Context: an optimization exercise on an open-source flow, tuned for small area, a short achievable clock period and few clock cycles per item. The choices shown serve that exercise and are no tape-out recipe. In this exercise RTL edits were held to simulation tests only and were not proved equivalent to the original. Power figures rest on the tool's default switching activity, not on a simulated workload.

==> flow/design.v <==
package mcm_pkg;
    localparam int unsigned TAPS   = 4;
    localparam int unsigned FRAC_W = 5;
    localparam int unsigned N_FRAC = 32;
    localparam int unsigned MAG_W  = 7;
    localparam int unsigned COEF_W = MAG_W + 1;
    function automatic logic [TAPS*COEF_W-1:0] decode_coef(input logic mode, input logic [FRAC_W-1:0] frac);
        logic [TAPS*COEF_W-1:0] s;
        logic [TAPS*8-1:0]      row;
        logic signed [7:0]      c;
        case ({mode, frac})
            6'd0 : row = {  8'sd0,   8'sd0,  8'sd64,   8'sd0};   
            6'd1 : row = {  8'sd0,   8'sd2,  8'sd63,  -8'sd1};   
            6'd2 : row = {  8'sd0,   8'sd4,  8'sd62,  -8'sd2};   
            6'd3 : row = { -8'sd1,   8'sd7,  8'sd60,  -8'sd2};   
            6'd4 : row = { -8'sd2,  8'sd10,  8'sd58,  -8'sd2};   
            6'd5 : row = { -8'sd2,  8'sd12,  8'sd57,  -8'sd3};   
            6'd6 : row = { -8'sd2,  8'sd14,  8'sd56,  -8'sd4};   
            6'd7 : row = { -8'sd2,  8'sd15,  8'sd55,  -8'sd4};   
            6'd8 : row = { -8'sd2,  8'sd16,  8'sd54,  -8'sd4};   
            6'd9 : row = { -8'sd2,  8'sd18,  8'sd53,  -8'sd5};   
            6'd10: row = { -8'sd2,  8'sd20,  8'sd52,  -8'sd6};   
            6'd11: row = { -8'sd3,  8'sd24,  8'sd49,  -8'sd6};   
            6'd12: row = { -8'sd4,  8'sd28,  8'sd46,  -8'sd6};   
            6'd13: row = { -8'sd4,  8'sd29,  8'sd44,  -8'sd5};   
            6'd14: row = { -8'sd4,  8'sd30,  8'sd42,  -8'sd4};   
            6'd15: row = { -8'sd4,  8'sd33,  8'sd39,  -8'sd4};   
            6'd16: row = { -8'sd4,  8'sd36,  8'sd36,  -8'sd4};   
            6'd17: row = { -8'sd4,  8'sd39,  8'sd33,  -8'sd4};   
            6'd18: row = { -8'sd4,  8'sd42,  8'sd30,  -8'sd4};   
            6'd19: row = { -8'sd5,  8'sd44,  8'sd29,  -8'sd4};   
            6'd20: row = { -8'sd6,  8'sd46,  8'sd28,  -8'sd4};   
            6'd21: row = { -8'sd6,  8'sd49,  8'sd24,  -8'sd3};   
            6'd22: row = { -8'sd6,  8'sd52,  8'sd20,  -8'sd2};   
            6'd23: row = { -8'sd5,  8'sd53,  8'sd18,  -8'sd2};   
            6'd24: row = { -8'sd4,  8'sd54,  8'sd16,  -8'sd2};   
            6'd25: row = { -8'sd4,  8'sd55,  8'sd15,  -8'sd2};   
            6'd26: row = { -8'sd4,  8'sd56,  8'sd14,  -8'sd2};   
            6'd27: row = { -8'sd3,  8'sd57,  8'sd12,  -8'sd2};   
            6'd28: row = { -8'sd2,  8'sd58,  8'sd10,  -8'sd2};   
            6'd29: row = { -8'sd2,  8'sd60,   8'sd7,  -8'sd1};   
            6'd30: row = { -8'sd2,  8'sd62,   8'sd4,   8'sd0};   
            6'd31: row = { -8'sd1,  8'sd63,   8'sd2,   8'sd0};   
            6'd32: row = {  8'sd0,  8'sd16,  8'sd32,  8'sd16};   
            6'd33: row = {  8'sd0,  8'sd16,  8'sd32,  8'sd16};   
            6'd34: row = {  8'sd1,  8'sd17,  8'sd31,  8'sd15};   
            6'd35: row = {  8'sd1,  8'sd17,  8'sd31,  8'sd15};   
            6'd36: row = {  8'sd2,  8'sd18,  8'sd30,  8'sd14};   
            6'd37: row = {  8'sd2,  8'sd18,  8'sd30,  8'sd14};   
            6'd38: row = {  8'sd3,  8'sd19,  8'sd29,  8'sd13};   
            6'd39: row = {  8'sd3,  8'sd19,  8'sd29,  8'sd13};   
            6'd40: row = {  8'sd4,  8'sd20,  8'sd28,  8'sd12};   
            6'd41: row = {  8'sd4,  8'sd20,  8'sd28,  8'sd12};   
            6'd42: row = {  8'sd5,  8'sd21,  8'sd27,  8'sd11};   
            6'd43: row = {  8'sd5,  8'sd21,  8'sd27,  8'sd11};   
            6'd44: row = {  8'sd6,  8'sd22,  8'sd26,  8'sd10};   
            6'd45: row = {  8'sd6,  8'sd22,  8'sd26,  8'sd10};   
            6'd46: row = {  8'sd7,  8'sd23,  8'sd25,   8'sd9};   
            6'd47: row = {  8'sd7,  8'sd23,  8'sd25,   8'sd9};   
            6'd48: row = {  8'sd8,  8'sd24,  8'sd24,   8'sd8};   
            6'd49: row = {  8'sd8,  8'sd24,  8'sd24,   8'sd8};   
            6'd50: row = {  8'sd9,  8'sd25,  8'sd23,   8'sd7};   
            6'd51: row = {  8'sd9,  8'sd25,  8'sd23,   8'sd7};   
            6'd52: row = { 8'sd10,  8'sd26,  8'sd22,   8'sd6};   
            6'd53: row = { 8'sd10,  8'sd26,  8'sd22,   8'sd6};   
            6'd54: row = { 8'sd11,  8'sd27,  8'sd21,   8'sd5};   
            6'd55: row = { 8'sd11,  8'sd27,  8'sd21,   8'sd5};   
            6'd56: row = { 8'sd12,  8'sd28,  8'sd20,   8'sd4};   
            6'd57: row = { 8'sd12,  8'sd28,  8'sd20,   8'sd4};   
            6'd58: row = { 8'sd13,  8'sd29,  8'sd19,   8'sd3};   
            6'd59: row = { 8'sd13,  8'sd29,  8'sd19,   8'sd3};   
            6'd60: row = { 8'sd14,  8'sd30,  8'sd18,   8'sd2};   
            6'd61: row = { 8'sd14,  8'sd30,  8'sd18,   8'sd2};   
            6'd62: row = { 8'sd15,  8'sd31,  8'sd17,   8'sd1};   
            6'd63: row = { 8'sd15,  8'sd31,  8'sd17,   8'sd1};   
            default: row = '0;
        endcase
        for (int t = 0; t < TAPS; t++) begin
            c                       = row[t*8 +: 8];
            s[t*COEF_W + MAG_W]     = c[7];
            s[t*COEF_W +: MAG_W]    = MAG_W'(c[7] ? -c : c);
        end
        decode_coef = s;
    endfunction
endpackage
import mcm_pkg::*;
module mcm_lane #(
    parameter int unsigned SAMPLE_W = 8,
    parameter int unsigned OUT_W    = 16
) (
    input  logic                     clk,
    input  logic                     rst,
    input  logic                     s1_en,
    input  logic                     s2_en,
    input  logic [SAMPLE_W-1:0]      x,
    input  logic [TAPS*COEF_W-1:0]   coef,
    output logic [TAPS*OUT_W-1:0]    y
);
    localparam int unsigned TERM_W = SAMPLE_W + MAG_W - 1;
    logic [TERM_W-1:0]      term_q [MAG_W];
    logic [TAPS*COEF_W-1:0] coef_q;
    logic [TAPS*OUT_W-1:0]  y_c;
    logic [OUT_W-1:0]       acc;
    always_ff @(posedge clk) begin
        if (rst) begin
            for (int i = 0; i < MAG_W; i++) term_q[i] <= '0;
            coef_q <= '0;
            y      <= '0;
        end else begin
            if (s1_en) begin
                for (int i = 0; i < MAG_W; i++) term_q[i] <= TERM_W'(x) << i;
                coef_q <= coef;
            end
            if (s2_en) y <= y_c;
        end
    end
    always_comb begin
        y_c = '0;
        acc = '0;
        for (int t = 0; t < TAPS; t++) begin
            acc = '0;
            for (int i = 0; i < MAG_W; i++) begin
                if (coef_q[t*COEF_W + i]) acc = acc + OUT_W'(term_q[i]);
            end
            y_c[t*OUT_W +: OUT_W] = coef_q[t*COEF_W + MAG_W] ? -acc : acc;
        end
    end
endmodule
import mcm_pkg::*;
module mcm_pipe #(
    parameter int unsigned SAMPLE_W = 8,
    parameter int unsigned N_CH     = 4,
    parameter int unsigned OUT_W    = 16
) (
    input  logic                        clk,
    input  logic                        rst,
    input  logic                        in_valid,
    output logic                        in_ready,
    input  logic [N_CH*SAMPLE_W-1:0]    in_x,
    input  logic [FRAC_W-1:0]           in_frac,
    input  logic                        in_mode,
    output logic                        out_valid,
    input  logic                        out_ready,
    output logic [N_CH*TAPS*OUT_W-1:0]  out_y
);
    if (OUT_W < SAMPLE_W + 8 || N_CH == 0) begin : g_bad_param
        $error("mcm_pipe: need OUT_W >= SAMPLE_W + 8 and N_CH >= 1");
    end
    logic      s1_valid;
    logic      s2_valid;
    logic      s2_load;
    logic      accept;
    logic [TAPS*COEF_W-1:0] coef_c;
    assign s2_load   = !s2_valid || out_ready;
    assign in_ready  = !s1_valid || s2_load;
    assign accept    = in_valid && in_ready;
    assign out_valid = s2_valid;
    assign coef_c    = mcm_pkg::decode_coef(in_mode, in_frac);
    always_ff @(posedge clk) begin
        if (rst) begin
            s1_valid <= 1'b0;
            s2_valid <= 1'b0;
        end else begin
            if (in_ready) s1_valid <= in_valid;
            if (s2_load)  s2_valid <= s1_valid;
        end
    end
    for (genvar c = 0; c < N_CH; c++) begin : g_lane
        mcm_lane #(
            .SAMPLE_W (SAMPLE_W),
            .OUT_W    (OUT_W)
        ) u_lane (
            .clk   (clk),
            .rst   (rst),
            .s1_en (accept),
            .s2_en (s2_load && s1_valid),
            .x     (in_x[c*SAMPLE_W +: SAMPLE_W]),
            .coef  (coef_c),
            .y     (out_y[c*TAPS*OUT_W +: TAPS*OUT_W])
        );
    end
endmodule
==> flow/run.sh <==
#!/bin/bash
# synth_recipe.tcl (not shown) runs the flow's synth.tcl, then flattens the netlist and writes it again
# the make line also repeats each setting of config.mk as NAME=value (left out here)
make -C /OpenROAD-flow-scripts/flow DESIGN_CONFIG=/design/flow/config.mk WORK_HOME=/design/flow/orfs CLKGATE_MAP_FILE= SYNTH_SCRIPT=/design/flow/synth_recipe.tcl finish
==> flow/config.mk <==
export PLATFORM = sky130hd
export DESIGN_NAME = mcm_pipe
export DESIGN_NICKNAME = mcm_pipe
export VERILOG_FILES = /design/flow/design.v
export SDC_FILE = /design/flow/constraint.sdc
export NUM_CORES = 4
export LEC_CHECK = 0
export CAP_MARGIN = 20
export CORE_MARGIN = 2
export CORE_UTILIZATION = 40
export SLEW_MARGIN = 20
==> flow/constraint.sdc <==
create_clock -name core_clock -period 10.0 [get_ports {clk}]
set_input_delay 2.0000 -clock core_clock [delete_from_list [all_inputs] [get_ports {clk}]]
set_output_delay 2.0000 -clock core_clock [all_outputs]
set_load 0.01 [all_outputs]
==> impl_metrics.json <==
{
  "cp_max_fo": 10,
  "die_w_um": 370.0,
  "clock_sinks": 307,
  "cts_tree": "yes",
  "grt-ovfl-total": 0,
  "path_class": "reg2reg",
  "gp_congestion": 0.9590,
  "final_cell_mix": "779 x ha_1, 777 x nand2_1, 709 x a21oi_1",
  "p_leak_uw": 0.02802,
  "period_share": 0.9518,
  "nNetsFinal": 8455,
  "peakVddDrop_v": 0.0001248,
  "die-height_um": 370.0,
  "drv_cap": 0,
  "drtAntennaViolNets": 0,
  "antenna_found_initial": 9,
  "skew_ps": 30.02,
  "grt_util_met1": 0.4238,
  "worst_pin_slew_ps": 1227,
  "crit_path_start_kind": "flip-flop",
  "cellPowerDensity_mw_per_mm2": 91.69,
  "fin_setup_tns_ps": 0,
  "ys.flop_type": "dfxtp_1",
  "area_growth_pct": 13.39,
  "globalRouteMet2Util": 0.4536,
  "max_freq_ghz": 0.1051,
  "drt_iter0_drc": 4930,
  "fin_area_mm2": 0.06077,
  "slowest_stage": "ha_1",
  "slowest_delay_ps": 470,
  "vias_per_cell": 5.984,
  "io_pins": 300,
  "synth.yosys.seq_area_share": 0.1147,
  "cts-htree-levels": 2,
  "end_kind": "flip-flop",
  "syn_inst": 7360,
  "dpl-instance-area_mm2": 0.05884,
  "clk_pin_slew_ps": 60,
  "drt-wirelength-per-cell_um": 22.47,
  "status": "no timing/DRC/antenna violations",
  "grt.total_usage": 0.2940,
  "cts_root_buffer": "clkbuf_16",
  "grt_pass1_vias": 51545,
  "vias": 55926,
  "first_pass_iters": 8,
  "cp.required_ps": 10480,
  "drt_drc_violations_left": 0,
  "grt_max_degree": 145,
  "arrival_ps": 10000,
  "top_usage_layer": "met2",
  "portBuffers": 287,
  "setup_viol": 0,
  "crit_top_cell": "ha_1",
  "synth_area_mm2": 0.05359,
  "final_common_cell": "ha_1",
  "finalWirelength_mm": 210.0,
  "grtUsageMet3": 0.04471,
  "r2r_slack_ps": 480,
  "postSynth.asyncResetShare": 0,
  "fin_crit_ps": 9518,
  "synth-seq-cells": 307,
  "place_hpwl_mm": 161.5,
  "clkLatencyLatePin_ps": 640,
  "slew_viol_final": 0,
  "rows": 134,
  "cts_buffers": 43,
  "initial_core_util": 0.4021,
  "fillers": 13384,
  "die-area_mm2": 0.1369,
  "hold_viol": 0,
  "holdCritPathClass": "reg2reg",
  "synth-edff-count": 0,
  "grt_pass1_wl_mm": 314.9,
  "synth_cell_type_count": 90,
  "clock_path_buffers": 3,
  "yosys_warnings": 3,
  "drive_gt1_frac": 0.07236,
  "slew_headroom": 0.1806,
  "synth_area_per_cell_um2": 7.282,
  "core_mm2": 0.1333
}
## path summary, 6_finish.rpt
path / from / to / depth (start not counted)
min reg2reg: g_lane[2].u_lane.y[49] / g_lane[2].u_lane.y[49] / 2
min: g_lane[2].u_lane.y[49] / g_lane[2].u_lane.y[49] / 2
max: g_lane[3].u_lane.coef_q[0] / g_lane[2].u_lane.y[14] / 41
max reg2reg: g_lane[3].u_lane.coef_q[0] / g_lane[2].u_lane.y[14] / 41
## registers in the layout (all words and copies together), names as in the netlist
register              cells
g_lane.u_lane.y         244
s2_valid                  1
g_lane.u_lane.term_q     32
s1_valid                  1
g_lane.u_lane.coef_q     29
## per-stage QoR
stage | power, µW | setup slack (ps) | hold WS [ps] | cells | util
final | 5572 | 482.0 | 449.1 | 9346 | 0.4559
after CTS | 5532 | 41.61 | 452.3 | 9329 | 0.4527
after detailed placement | 3847 | -239.6 | 444.4 | 9252 | 0.4415
after floorplan | 3045 | 288.0 | 462.5 | 7371 | -
after global routing | 5871 | -33.86 | 475.7 | 9341 | 0.4558
after global placement | 3804 | -83.86 | 438.1 | 9252 | 0.4415
## power by group
part | internal, µW | total, µW | switching, µW
logic | 967 | 2510 | 1550
clock network | 952 | 1670 | 716
registers | 1290 | 1390 | 101
## metal layers
metal  wire length (µm)  vias up
li1                   -    26908
met1              97360    26603
met2              89590     2145
met3              17480      268
met4               5526        2
met5                 14        -
## critical path, delay by kind of cell, from the launching register on
family | cells | cell delay, ps
compound gates | 17 | 3820
xor+xnor | 4 | 770
fa+ha+maj | 6 | 2080
buf+inv | 4 | 550
flops | 1 | 450
mux | 2 | 450
simple gates | 8 | 1260
## cell usage after synthesis (46+ instances only)
library cell	count	area [µm²]
a21o_1	178	1336
nor2_1	533	2001
a21oi_1	717	3588
nand2_1	780	2928
and2_1	132	825.8
inv_1	456	1712
o21bai_1	81	608.1
nand3_1	117	585.6
dfxtp_1	307	6146
clkbuf_1	295	1107
fa_1	92	1842
o21ai_0	538	2693
a211oi_1	120	900.9
ha_1	780	9759
xor2_1	154	1349
nor2b_1	118	738.2
xnor2_1	344	3013
buf_1	46	172.7
o31ai_1	54	405.4
o211ai_1	72	540.5
nand2b_1	111	694.4
o21a_1	133	998.5
mux2_2	81	912.1
or3_1	46	287.8
nor3_1	151	755.7
a31oi_1	73	456.7
mux2i_1	139	1391
## kinds of logic after synthesis
family | after synthesis | synth area share
muxes | 221 | 0.04340
buffers and inverters | 821 | 0.05851
DFF | 307 | 0.1147
other | 1 | 0.00006997
adders and majority gates | 875 | 0.2170
and+or+nand+nor | 2219 | 0.1954
AOI/OAI and AO/OA | 2418 | 0.2895
xor gates and xnor gates | 498 | 0.08139
## final cells by class
cell class / count / area (µm²) / area share
Tap cell: 1768 / 2212 / 0.03640
Antenna cell: 5 / 12.51 / 0.0002059
Sequential cell: 307 / 6206 / 0.1021
Timing Repair Buffer: 480 / 4395 / 0.07233
Multi-Input combinational cell: 6243 / 44730 / 0.7360
Inverter: 466 / 1753 / 0.02885
Clock inverter: 22 / 239.0 / 0.003933
Clock buffer: 55 / 1224 / 0.02014
## timing repair
action	in CTS	in global routing
buffers inserted	0	12
resized for setup	5	71
setup endpoints to repair	3	34
pin swaps	1	12
hold buffers	0	0
Testbench counts, summed over its fixed seeds: cycles 9,616, items 9,600.

re-timing with driven ports:
Ports are ideal in the flow. The routed layout listed here was re-timed in OpenROAD.
Step 1: set_driving_cell puts a clkbuf_16 on clk and a buf_2 on each other input, an assumption about the parent block.
Step 2 also shifts input and output timing later by t, the mid clock arrival at the registers, as if the neighbouring blocks saw the same clock.
Three values: ideal, step 1, step 2; two values: the first two.
shift t [ns]: 0.703
setup WS [ns]: 0.482 / 0.482 / 0.482
hold slack, ns: 0.449 / 0.449 / 0.449
cell pins on the clock port's net: 1
After both steps this run still meets setup and hold. The setup slack of this run moves by 0.000 ns with the drivers and by 0.000 ns with both steps.
